This is an optimization exercise on Yosys and OpenROAD, whose aim is small area, not a production implementation.
Function was checked by simulation only, so behaviour that the tests miss may differ from the original.

==> flow/design.v (outline; a module is shown in full before it is edited, if it fits) <==
// module conv3x3_mac: 1767 lines
// module conv3x3_fa: 7 lines
// module conv3x3_engine: 100 lines
module conv3x3_engine (
  input  logic       clk,
  input  logic       rst_n,
  input  logic       pix_valid,
  input  logic       sof,
  input  logic [7:0] w11, w12, w13, w21, w22, w23, w31, w32, w33,
  input  logic       k_we,
  input  logic [3:0] k_addr,
  input  logic [7:0] k_data,
  output logic [7:0] conv_out,
  output logic       conv_valid,
  output logic       frame_done,
  output logic       frame_err,
  output logic       k_err
);
  // ...
==> flow/flow/run.sh <==
#!/bin/bash
# Standard ORFS layout (the standard.sh) with two changes: the port buffers
# are buf_2 cells instead of the default delay-buffer cell, and clock tree
# synthesis uses clkbuf_4 and clkbuf_8 buffers and inserts no dummy loads.
set -euo pipefail
bash standard.sh "BUFFER_PORTS_ARGS=-buffer_cell sky130_fd_sc_hd__buf_2" \
  "CTS_ARGS=-sink_clustering_enable -repair_clock_nets -dont_use_dummy_load -buf_list {sky130_fd_sc_hd__clkbuf_4 sky130_fd_sc_hd__clkbuf_8}" \
  finish > flow_make.log 2>&1
==> flow/standard.sh <==
#!/bin/bash
# synth_recipe.tcl (not shown) runs the flow's synth.tcl, then flattens the netlist and writes it again
# the make line also repeats each setting of config.mk as NAME=value (left out here)
make -C /OpenROAD-flow-scripts/flow DESIGN_CONFIG=/design/flow/config.mk WORK_HOME=/design/flow/orfs CLKGATE_MAP_FILE= SYNTH_SCRIPT=/design/flow/synth_recipe.tcl "${@:-finish}"
==> flow/config.mk <==
export PLATFORM = sky130hd
export DESIGN_NAME = conv3x3_engine
export DESIGN_NICKNAME = conv3x3_engine
export VERILOG_FILES = /design/flow/design.v
export SDC_FILE = /design/flow/constraint.sdc
export NUM_CORES = 4
export LEC_CHECK = 0
export CAP_MARGIN = 20
export CORE_MARGIN = 2
export CORE_UTILIZATION = 40
export SLEW_MARGIN = 20
export SYNTH_HIERARCHICAL = 1
==> flow/constraint.sdc <==
create_clock -name core_clock -period 6.0 [get_ports {clk}]
set_input_delay 1.2000 -clock core_clock [delete_from_list [all_inputs] [get_ports {clk}]]
set_output_delay 1.2000 -clock core_clock [all_outputs]
set_load 0.01 [all_outputs]
==> results.tsv, run 1 <==
stage	metric	value	unit
timing	Final Hold Violating Endpoints	0	
global_routing	first-pass GRT wire length	103000	um
drt	final wirelength	70500	um
layout	# clk buffers	17	
layout	FF+latch area	3610	um2
min_path	WHS Path Cells	0	
clock_tree	clock sinks	156	
logic_synthesis	register area share after synthesis	18.1	%
logic_synthesis	largest area contributor in the netlist	fa_1	
clock_tree	Max clock buf depth	2	
clock_tree	clk root buf	clkbuf_8	
layout	fin area	21300	um2
clock_tree	H-tree levels	4	
logic_synthesis	Netlist Area Pre-Place	20000	um2
logic_synthesis	post-synthesis xor/xnor area fraction	0.131	%
status	run status	finished clean	
global_routing	largest net degree at the start of global routing	52	
logic_synthesis	most frequent cell after synthesis	fa_1	
global_routing	GRT Util Overall	28.9	%
logic_synthesis	synth top area cells	fa_1 (57%), dfrtp_1 (12%), nand2_1 (9.5%), dfxtp_1 (5.8%), mux2_2 (4.5%)	
layout	max reg flops	72	
critical_path	crit-path max cell delay	0.47	ns
floorplanning	Std-Cell Rows	81	
clock_tree	TritonCTS Buffers	17	
drt	drc violations	0	
layout	Layout Cells excl Fill	2346	
layout	Largest Register	kern	
drt	via/cell ratio	5.59	
critical_path	critical path class	reg2reg	
critical_path	Crit. End Element	flop	
global_routing	total gr overflow	0	
layout	Non-clk bufs	139	
critical_path	worst-path cell chain	fa_1 > fa_1 > fa_1 > fa_1 > ha_1 > fa_1 > fa_1 > fa_1 > fa_1 > fa_1 > ha_1 > ha_1 > ha_1 > fa_1 > and4_1 > buf_12 > a41oi_2	
timing	Rel. slew slack	47.2	%
timing	final worst path period need	5.81	ns
clock_tree	post-CTS setup buffers	0	
logic_synthesis	largest family of logic cells by synthesized area	adder cells	
clock_tree	clk slew on worst S/H paths	0.09	ns
timing	fin crit share	96.8	%
layout	nets@finish	2365	
floorplanning	Die H	228	um
critical_path	R2R depth	17	
==> run 2: changes to the inputs <==
==> flow/flow/run.sh (replaced) <==
#!/bin/bash
# Standard ORFS layout (the standard.sh) with two changes: the port buffers
# are buf_2 cells instead of the default delay-buffer cell, and clock tree
# synthesis uses clkbuf_8 buffers and inserts no dummy loads.
set -euo pipefail
bash standard.sh "BUFFER_PORTS_ARGS=-buffer_cell sky130_fd_sc_hd__buf_2" \
  "CTS_ARGS=-sink_clustering_enable -repair_clock_nets -dont_use_dummy_load -buf_list sky130_fd_sc_hd__clkbuf_8" \
  finish > flow_make.log 2>&1
--- a/flow/config.mk
+++ b/flow/config.mk
@@ -9,4 +9,5 @@
 export CORE_MARGIN = 2
 export CORE_UTILIZATION = 40
+export GPL_TIMING_DRIVEN = 0
 export SLEW_MARGIN = 20
 export SYNTH_HIERARCHICAL = 1
==> run 2 against run 1 <==
Net effect:
- critical path depth fell by 6
- non-clock buffer count rose by 30
- worst hold slack got worse by 0.0095 ns
- highest routed layer is now met4
==> results.tsv, run 2 <==
stage	metric	value	unit	change
critical_path	R2R depth	17		unchanged
clock_tree	H-tree levels	4		unchanged
placement	port bufs	22		was 100
critical_path	FF-to-FF End	res_q[6]		was res_q[2]
logic_synthesis	syn avg cell area	12.0	um2	unchanged
logic_synthesis	FFs w/ async S/R, synth	62.8	%	unchanged
drt	drc violations	0		unchanged
layout	commonest cells after routing, fill and taps aside	fa_1 (560), nand2_1 (505), clkbuf_1 (130)		was fa_1 (565), nand2_1 (505), buf_2 (99)
logic_synthesis	synth top area cells	fa_1 (57%), dfrtp_1 (12%), nand2_1 (9.5%), dfxtp_1 (5.8%), mux2_2 (4.5%)		unchanged
floorplanning	Std-Cell Rows	81		unchanged
layout	Top Registers	kern x72, u_mac.r1 x33		unchanged
drt	Routed Antenna Nets	0		unchanged
placement	Cells after DPL	2360		was 2,329
global_routing	first-pass GRT wire length	98600	um	was 103,000 um
layout	n_diodes	0		unchanged
floorplanning	Die H	228	um	unchanged
drt	via/cell ratio	5.56		was 5.59
clock_tree	clk root buf	clkbuf_8		unchanged
logic_synthesis	largest family of logic cells by synthesized area	adder cells		unchanged
critical_path	worst reg2reg startpoint	u_mac.r1[3]		unchanged
critical_path	worst-path maximum fanout	8		unchanged
logic_synthesis	register area share after synthesis	18.1	%	unchanged
critical_path	CP Data Arrival Time	6.27	ns	was 6.22 ns
critical_path	Crit. End Element	flop		unchanged
logic_synthesis	post-synthesis mux area share	5.15	%	unchanged
global_routing	largest net degree at the start of global routing	70		was 52
logic_synthesis	commonest cells in the netlist	fa_1 (565), nand2_1 (505), clkbuf_1 (132)		unchanged
floorplanning	initial core utilization	40.7	%	unchanged
layout	nets@finish	2395		was 2,365
critical_path	critical path class	in2reg		was reg2reg
logic_synthesis	Distinct cells, synth	49		unchanged
floorplanning	Core ar.	49200	um2	unchanged
global_routing	total gr overflow	0		unchanged
timing	final worst path period need	5.88	ns	was 5.81 ns
logic_synthesis	syn_nets	2354		unchanged
min_path	Hold Path Class	reg2reg		unchanged
placement	estimated wirelength of the detail-placed design	56300	um	was 59,900 um
drt	Iter 0 DRT Violations	1149		was 1,231
logic_synthesis	Ys Warns	8		unchanged
floorplanning	Ports	101		unchanged
timing	final setup fails	0		unchanged
timing	Worst Tran Pin Value	1.07	ns	was 0.791 ns
clock_tree	clk slew on worst S/H paths	0.07	ns	was 0.09 ns
placement	dpl ws	-0.505	ns	was -0.0586 ns
clock_tree	CTS tree	yes		unchanged
min_path	Worst Hold Path EP	res_qq[5]		was res_qq[6]
layout	most common cell after layout, fill and taps aside	fa_1		unchanged
logic_synthesis	Synth Register Bits	156		unchanged
timing	Highest Clock Rate	170	MHz	was 172 MHz
layout	fillers	4570		was 4,669
clock_tree	post-CTS setup buffers	0		unchanged
clock_tree	cts hold-fix bufs	0		unchanged
drt	first drt pass iteration count	7		was 5
timing	fin crit share	98.0	%	was 96.8%
global_routing	initial antenna violation count	0		was 3
critical_path	Critical Path RT	6.39	ns	was 6.41 ns
timing	Final Hold Violating Endpoints	0		unchanged
timing	clock skew	0.0485	ns	was 0.0283 ns
drt	Vias	13200		was 13,100
drt	final wirelength	67700	um	was 70,500 um
logic_synthesis	most frequent cell after synthesis	fa_1		unchanged
logic_synthesis	Synth Area in Adders	58.2	%	unchanged
layout	area grow syn2layout	6.13	%	was 6.51%
status	run status	finished clean		unchanged
logic_synthesis	largest area contributor in the netlist	fa_1		unchanged
clock_tree	Max clock buf depth	2		unchanged
logic_synthesis	ys flop type	dfrtp_1		unchanged
layout	max reg flops	72		unchanged
timing	fin. max-slew vios	0		unchanged
logic_synthesis	number of synthesized flops with an enable pin	0		unchanged
global_routing	vias in the first global route	14700		was 14,600
clock_tree	clock sinks	156		unchanged
logic_synthesis	Netlist Area Pre-Place	20000	um2	unchanged
logic_synthesis	post-synthesis simple-gate area fraction	13.8	%	unchanged
global_routing	GRT Util Overall	27.6	%	was 28.9%
clock_tree	TritonCTS Buffers	17		unchanged
floorplanning	Die ar.	51800	um2	unchanged
critical_path	Worst setup SP type	input port		was flop
layout	fraction of layout instances using a drive strength above 1	9.70	%	was 15.9%
min_path	WHS Path Cells	0		unchanged
timing	final worst setup slack	0.119	ns	was 0.190 ns
timing	RSZ-0062 raised after global routing	no		unchanged
layout	Layout Cells excl Fill	2376		was 2,346
logic_synthesis	share of the synthesized area in the top cell type	56.5	%	unchanged
logic_synthesis	Gate Count Post-Synth	1673		unchanged
min_path	hold_sp	res_q[5]		was res_q[6]
timing	Rel. slew slack	28.5	%	was 47.2%
logic_synthesis	compound-cell area share of the yosys netlist	1.08	%	unchanged
floorplanning	Die W	228	um	unchanged
critical_path	r2r setup slk	0.19	ns	about the same
drt	drt wl/cell	28.5	um	was 30.1 um
layout	Largest Register	kern		unchanged
placement	GP Congestion	0.978		was 0.991
job	Max-Cap Viols	0		unchanged
clock_tree	worst skew pair latency	0.54	ns	was 0.55 ns
logic_synthesis	post-synthesis xor/xnor area fraction	0.131	%	unchanged
run 2: how the worst max path moves through the flow:
stage	start	endpoint	slack [ns]	cells past startpoint
2_1_floorplan	w12[5]	u_mac.r1[24]	0.27	11
3_3_place_gp	w33[5]	u_mac.r1[24]	-0.49	11
3_5_place_dp	w33[5]	u_mac.r1[24]	-0.50	11
4_1_cts	u_mac.r1[3]	res_q[6]	0.007	17
5_1_grt	w33[4]	u_mac.r1[24]	0.009	11
6_report	w33[4]	u_mac.r1[24]	0.12	11
run 2: worst max-delay path, stage by stage:
cell and delay (ns):
clkbuf_1 0.66, nand2_1 0.18, fa_1 0.45, fa_1 0.55
fa_1 0.49, fa_1 0.45, fa_1 0.52, fa_1 0.47
fa_1 0.42, fa_1 0.42, fa_1 0.47
run 2: per-layer routing:
layer	vias up	track usage, %	share of wire (%)
li1	5130	-	-
met1	7190	36.9	40
met2	751	42.8	46
met3	136	8.06	9.8
met4	0	10.5	3.6
met5	-	0	0
run 2: stage by stage:
| stage | setup TNS (ns) | hold WS [ns] | utilization (%) | instance area, um2 |
|---|---|---|---|---|
| final | 0 | 0.326 | 43.2 | 21200 |
| after global routing | 0 | 0.333 | 43.2 | 21200 |
| after CTS | 0 | 0.328 | 43.2 | 21200 |
| after detailed placement | -5.13 | 0.312 | 42.7 | 21000 |
| after global placement | -4.38 | 0.313 | 42.6 | 20900 |
| after floorplan | 0 | 0.310 | - | 20000 |
run 2: cells by family after synthesis:
group	after synthesis
simple gates	632
buf+inv	179
xor+xnor	3
flops	156
compound gates	22
fa+ha+maj	592
mux	89
run 2: final cells by class:
class                   count  area (um2)  share of cell area, %
inverters                  32         120                  0.566
multi-input cells        1338       15700                   73.9
clock buffers              17         234                   1.10
flip-flops and latches    156        3610                   17.0
well taps                 664         831                   3.91
plain buffers             146         592                   2.79
repair buffers             23         144                  0.678
run 2: Yosys stat by module (local to each module, per instance):
module          times used  area [um2]  flops+latches  cells inside
conv3x3_engine           1        4640            123           304
conv3x3_fa             565        20.0              0             1
conv3x3_mac              1        4060             33           804
run 2: what timing repair did:
item,in CTS,in global routing
pin swaps,1,2
resized for setup,7,6
endpoints found under the setup margin,8,10
==> run 3: changes to the inputs <==
--- a/flow/config.mk
+++ b/flow/config.mk
@@ -9,5 +9,4 @@
 export CORE_MARGIN = 2
 export CORE_UTILIZATION = 40
-export GPL_TIMING_DRIVEN = 0
 export SLEW_MARGIN = 20
 export SYNTH_HIERARCHICAL = 1
==> run 3 against run 2 <==
Net effect:
- clock skew fell by 0.020 ns
- critical path depth rose by 6
- worst hold slack improved by 0.0095 ns
- via count fell by 0.75%
- synthesized cell count did not move
- sequential share of layout area fell by 0.061 points
- die area did not move
- sequential cell count did not move
==> results.tsv, run 3 <==
stage	metric	value	unit	change
global_routing	vias in the first global route	14600		was 14,700
timing	clock skew	0.0283	ns	was 0.0485 ns
layout	area grow syn2layout	6.51	%	was 6.13%
timing	Final Hold Violating Endpoints	0		unchanged
layout	nets@finish	2365		was 2,395
critical_path	worst reg2reg startpoint	u_mac.r1[3]		unchanged
floorplanning	Ports	101		unchanged
clock_tree	Max clock buf depth	2		unchanged
logic_synthesis	Synth Register Bits	156		unchanged
logic_synthesis	largest area contributor in the netlist	fa_1		unchanged
logic_synthesis	syn avg cell area	12.0	um2	unchanged
layout	n_diodes	0		unchanged
logic_synthesis	Gate Count Post-Synth	1673		unchanged
clock_tree	post-CTS setup buffers	0		unchanged
clock_tree	cts hold-fix bufs	0		unchanged
critical_path	Critical Path RT	6.41	ns	was 6.39 ns
logic_synthesis	ys flop type	dfrtp_1		unchanged
layout	Top Registers	kern x72, u_mac.r1 x33		unchanged
clock_tree	H-tree levels	4		unchanged
clock_tree	clk slew on worst S/H paths	0.09	ns	was 0.07 ns
global_routing	largest net degree at the start of global routing	52		was 70
logic_synthesis	register area share after synthesis	18.1	%	unchanged
timing	fin crit share	96.8	%	was 98.0%
layout	fraction of layout instances using a drive strength above 1	15.9	%	was 9.70%
logic_synthesis	syn_nets	2354		unchanged
drt	via/cell ratio	5.59		was 5.56
status	run status	finished clean		unchanged
critical_path	R2R depth	17		unchanged
critical_path	CP Data Arrival Time	6.22	ns	was 6.27 ns
placement	Cell Area, Placed	21100	um2	was 21,000 um2
timing	Worst Tran Pin Value	0.791	ns	was 1.07 ns
drt	final wirelength	70500	um	was 67,700 um
logic_synthesis	share of the synthesized area in the top cell type	56.5	%	unchanged
global_routing	total gr overflow	0		unchanged
floorplanning	Die H	228	um	unchanged
drt	Routed Antenna Nets	0		unchanged
logic_synthesis	Distinct cells, synth	49		unchanged
critical_path	Crit. End Element	flop		unchanged
job	Max-Cap Viols	0		unchanged
critical_path	worst-path maximum fanout	8		unchanged
placement	GP Congestion	0.991		was 0.978
placement	estimated wirelength of the detail-placed design	59900	um	was 56,300 um
timing	final setup fails	0		unchanged
logic_synthesis	FFs w/ async S/R, synth	62.8	%	unchanged
global_routing	first-pass GRT wire length	103000	um	was 98,600 um
timing	RSZ-0062 raised after global routing	no		unchanged
drt	drt wl/cell	30.1	um	was 28.5 um
layout	commonest cells after routing, fill and taps aside	fa_1 (565), nand2_1 (505), buf_2 (99)		was fa_1 (560), nand2_1 (505), clkbuf_1 (130)
floorplanning	Die ar.	51800	um2	unchanged
logic_synthesis	number of synthesized flops with an enable pin	0		unchanged
drt	Vias	13100		was 13,200
layout	fillers	4669		was 4,570
clock_tree	clk root buf	clkbuf_8		unchanged
logic_synthesis	synth top area cells	fa_1 (57%), dfrtp_1 (12%), nand2_1 (9.5%), dfxtp_1 (5.8%), mux2_2 (4.5%)		unchanged
drt	first drt pass iteration count	5		was 7
floorplanning	Std-Cell Rows	81		unchanged
timing	TNS Setup	0	ns	unchanged
min_path	hold_sp	res_q[6]		was res_q[5]
critical_path	critical path class	reg2reg		was in2reg
clock_tree	Resized cells post-CTS	0		was 7
timing	Highest Clock Rate	172	MHz	was 170 MHz
clock_tree	clock sinks	156		unchanged
logic_synthesis	most frequent cell after synthesis	fa_1		unchanged
floorplanning	Core ar.	49200	um2	unchanged
timing	fin. max-slew vios	0		unchanged
placement	port bufs	100		was 22
layout	fin area	21300	um2	was 21,200 um2
critical_path	Worst setup SP type	flop		was input port
logic_synthesis	Ys Warns	8		unchanged
min_path	Hold Path Class	reg2reg		unchanged
layout	Largest Register	kern		unchanged
global_routing	initial antenna violation count	3		was 0
logic_synthesis	Netlist Area Pre-Place	20000	um2	unchanged
critical_path	r2r setup slk	0.19	ns	about the same
timing	final worst path period need	5.81	ns	was 5.88 ns
layout	most common cell after layout, fill and taps aside	fa_1		unchanged
logic_synthesis	commonest cells in the netlist	fa_1 (565), nand2_1 (505), clkbuf_1 (132)		unchanged
min_path	WHS Path Cells	0		unchanged
floorplanning	Die W	228	um	unchanged
clock_tree	TritonCTS Buffers	17		unchanged
timing	Rel. slew slack	47.2	%	was 28.5%
global_routing	GRT Util Overall	28.9	%	was 27.6%
drt	Iter 0 DRT Violations	1231		was 1,149
clock_tree	CTS tree	yes		unchanged
drt	drc violations	0		unchanged
layout	max reg flops	72		unchanged
critical_path	FF-to-FF End	res_q[2]		was res_q[6]
clock_tree	worst skew pair latency	0.55	ns	was 0.54 ns
floorplanning	initial core utilization	40.7	%	unchanged
min_path	Worst Hold Path EP	res_qq[6]		was res_qq[5]
[run 3: cell counts after synthesis]
No cell type changed its count.
[run 3: how the worst max path moves through the flow]
stage,startpoint,end,slack (ns),cells past startpoint
final,u_mac.r1[3],res_q[2],0.19,17
after global placement,w32[6],u_mac.r1[24],-0.01,11
after CTS,u_mac.r1[3],res_q[2],0.17,17
after detailed placement,w32[6],u_mac.r1[24],-0.06,11
after global routing,u_mac.r1[3],res_q[7],0.03,17
after floorplan,w12[5],u_mac.r1[24],0.27,11
[run 3: logic make-up after synthesis]
| family | Yosys count | synth area share (%) |
|---|---|---|
| simple gates | 632 | 13.8 |
| fa+ha+maj | 592 | 58.2 |
| buf+inv | 179 | 3.55 |
| flops | 156 | 18.1 |
| mux | 89 | 5.15 |
| compound gates | 22 | 1.08 |
| xor+xnor | 3 | 0.131 |
[run 3: final cells by class]
class                   count  area (um2)  area share [%]
clock buffers              17         234            1.10
inverters                  32         120           0.564
multi-input cells        1338       15700            73.6
flip-flops and latches    156        3610            17.0
well taps                 664         831            3.90
repair buffers            139         821            3.85
[run 3: modules after synthesis, one instance, submodules excluded]
module          flip-flops and latches  times used
conv3x3_mac                         33           1
conv3x3_fa                           0         565
conv3x3_engine                     123           1
[run 3: routing by layer]
metal / track usage, % / part of all wire, %
met5: 0 / 0.020
met4: 10.2 / 3.8
met3: 7.44 / 8.9
met2: 45.3 / 46
met1: 39.1 / 41
[run 3: metrics by stage]
step | instances | utilization [%] | worst slack (ns) | hold slack, ns
floorplan | 1673 | - | 0.275 | 0.310
global placement | 2329 | 42.9 | -0.0107 | 0.315
detailed placement | 2329 | 42.9 | -0.0586 | 0.313
CTS | 2346 | 43.3 | 0.168 | 0.337
global route | 2346 | 43.4 | 0.0265 | 0.341
finish | 2346 | 43.4 | 0.190 | 0.335
[run 3: critical path, cell delays in order (launching register included)]
cell     delay, ns
dfxtp_1       0.32
fa_1          0.43
fa_1          0.40
fa_1          0.39
fa_1          0.44
ha_1          0.22
fa_1          0.40
fa_1          0.40
fa_1          0.39
fa_1          0.39
fa_1          0.37
ha_1          0.19
ha_1          0.18
ha_1          0.19
fa_1          0.47
and4_1        0.25
buf_12        0.14
a41oi_2       0.11

[what the ideal ports hide]
Ports are ideal in the flow. The routed layouts listed here were re-timed in OpenROAD. Step 1 sets driving cells, clkbuf_16 on the clock port and buf_2 on the other inputs (assumed; they add their load-dependent delay and slew). Step 2 times the ports against the registers' clock, not the clock port: input delays grow and output delays shrink by t, the midpoint of the rising clock arrivals with the driver on. Three values: no drivers, after step 1, after step 2; two values: the first two.
| run | t (ns) | slack for setup (ns) | worst hold slack (ns) | worst register clock-pin slew, ns | pins driven straight from the clock port |
|---|---|---|---|---|---|
| run 1 | 0.583 | 0.190 / 0.190 / -0.120 | 0.335 / 0.335 / 0.335 | 0.10 / 0.10 | 1 |
| run 2 | 0.572 | 0.119 / 0.133 / -0.438 | 0.326 / 0.326 / 0.326 | 0.11 / 0.11 | 1 |
| run 3 | 0.583 | 0.190 / 0.190 / -0.120 | 0.335 / 0.335 / 0.335 | 0.10 / 0.10 | 1 |
Met with ideal ports but missed after step 2: setup timing in every run listed. For run 2, which loses most, drivers alone change the setup slack by +0.014 ns; drivers and shift together by -0.557 ns.
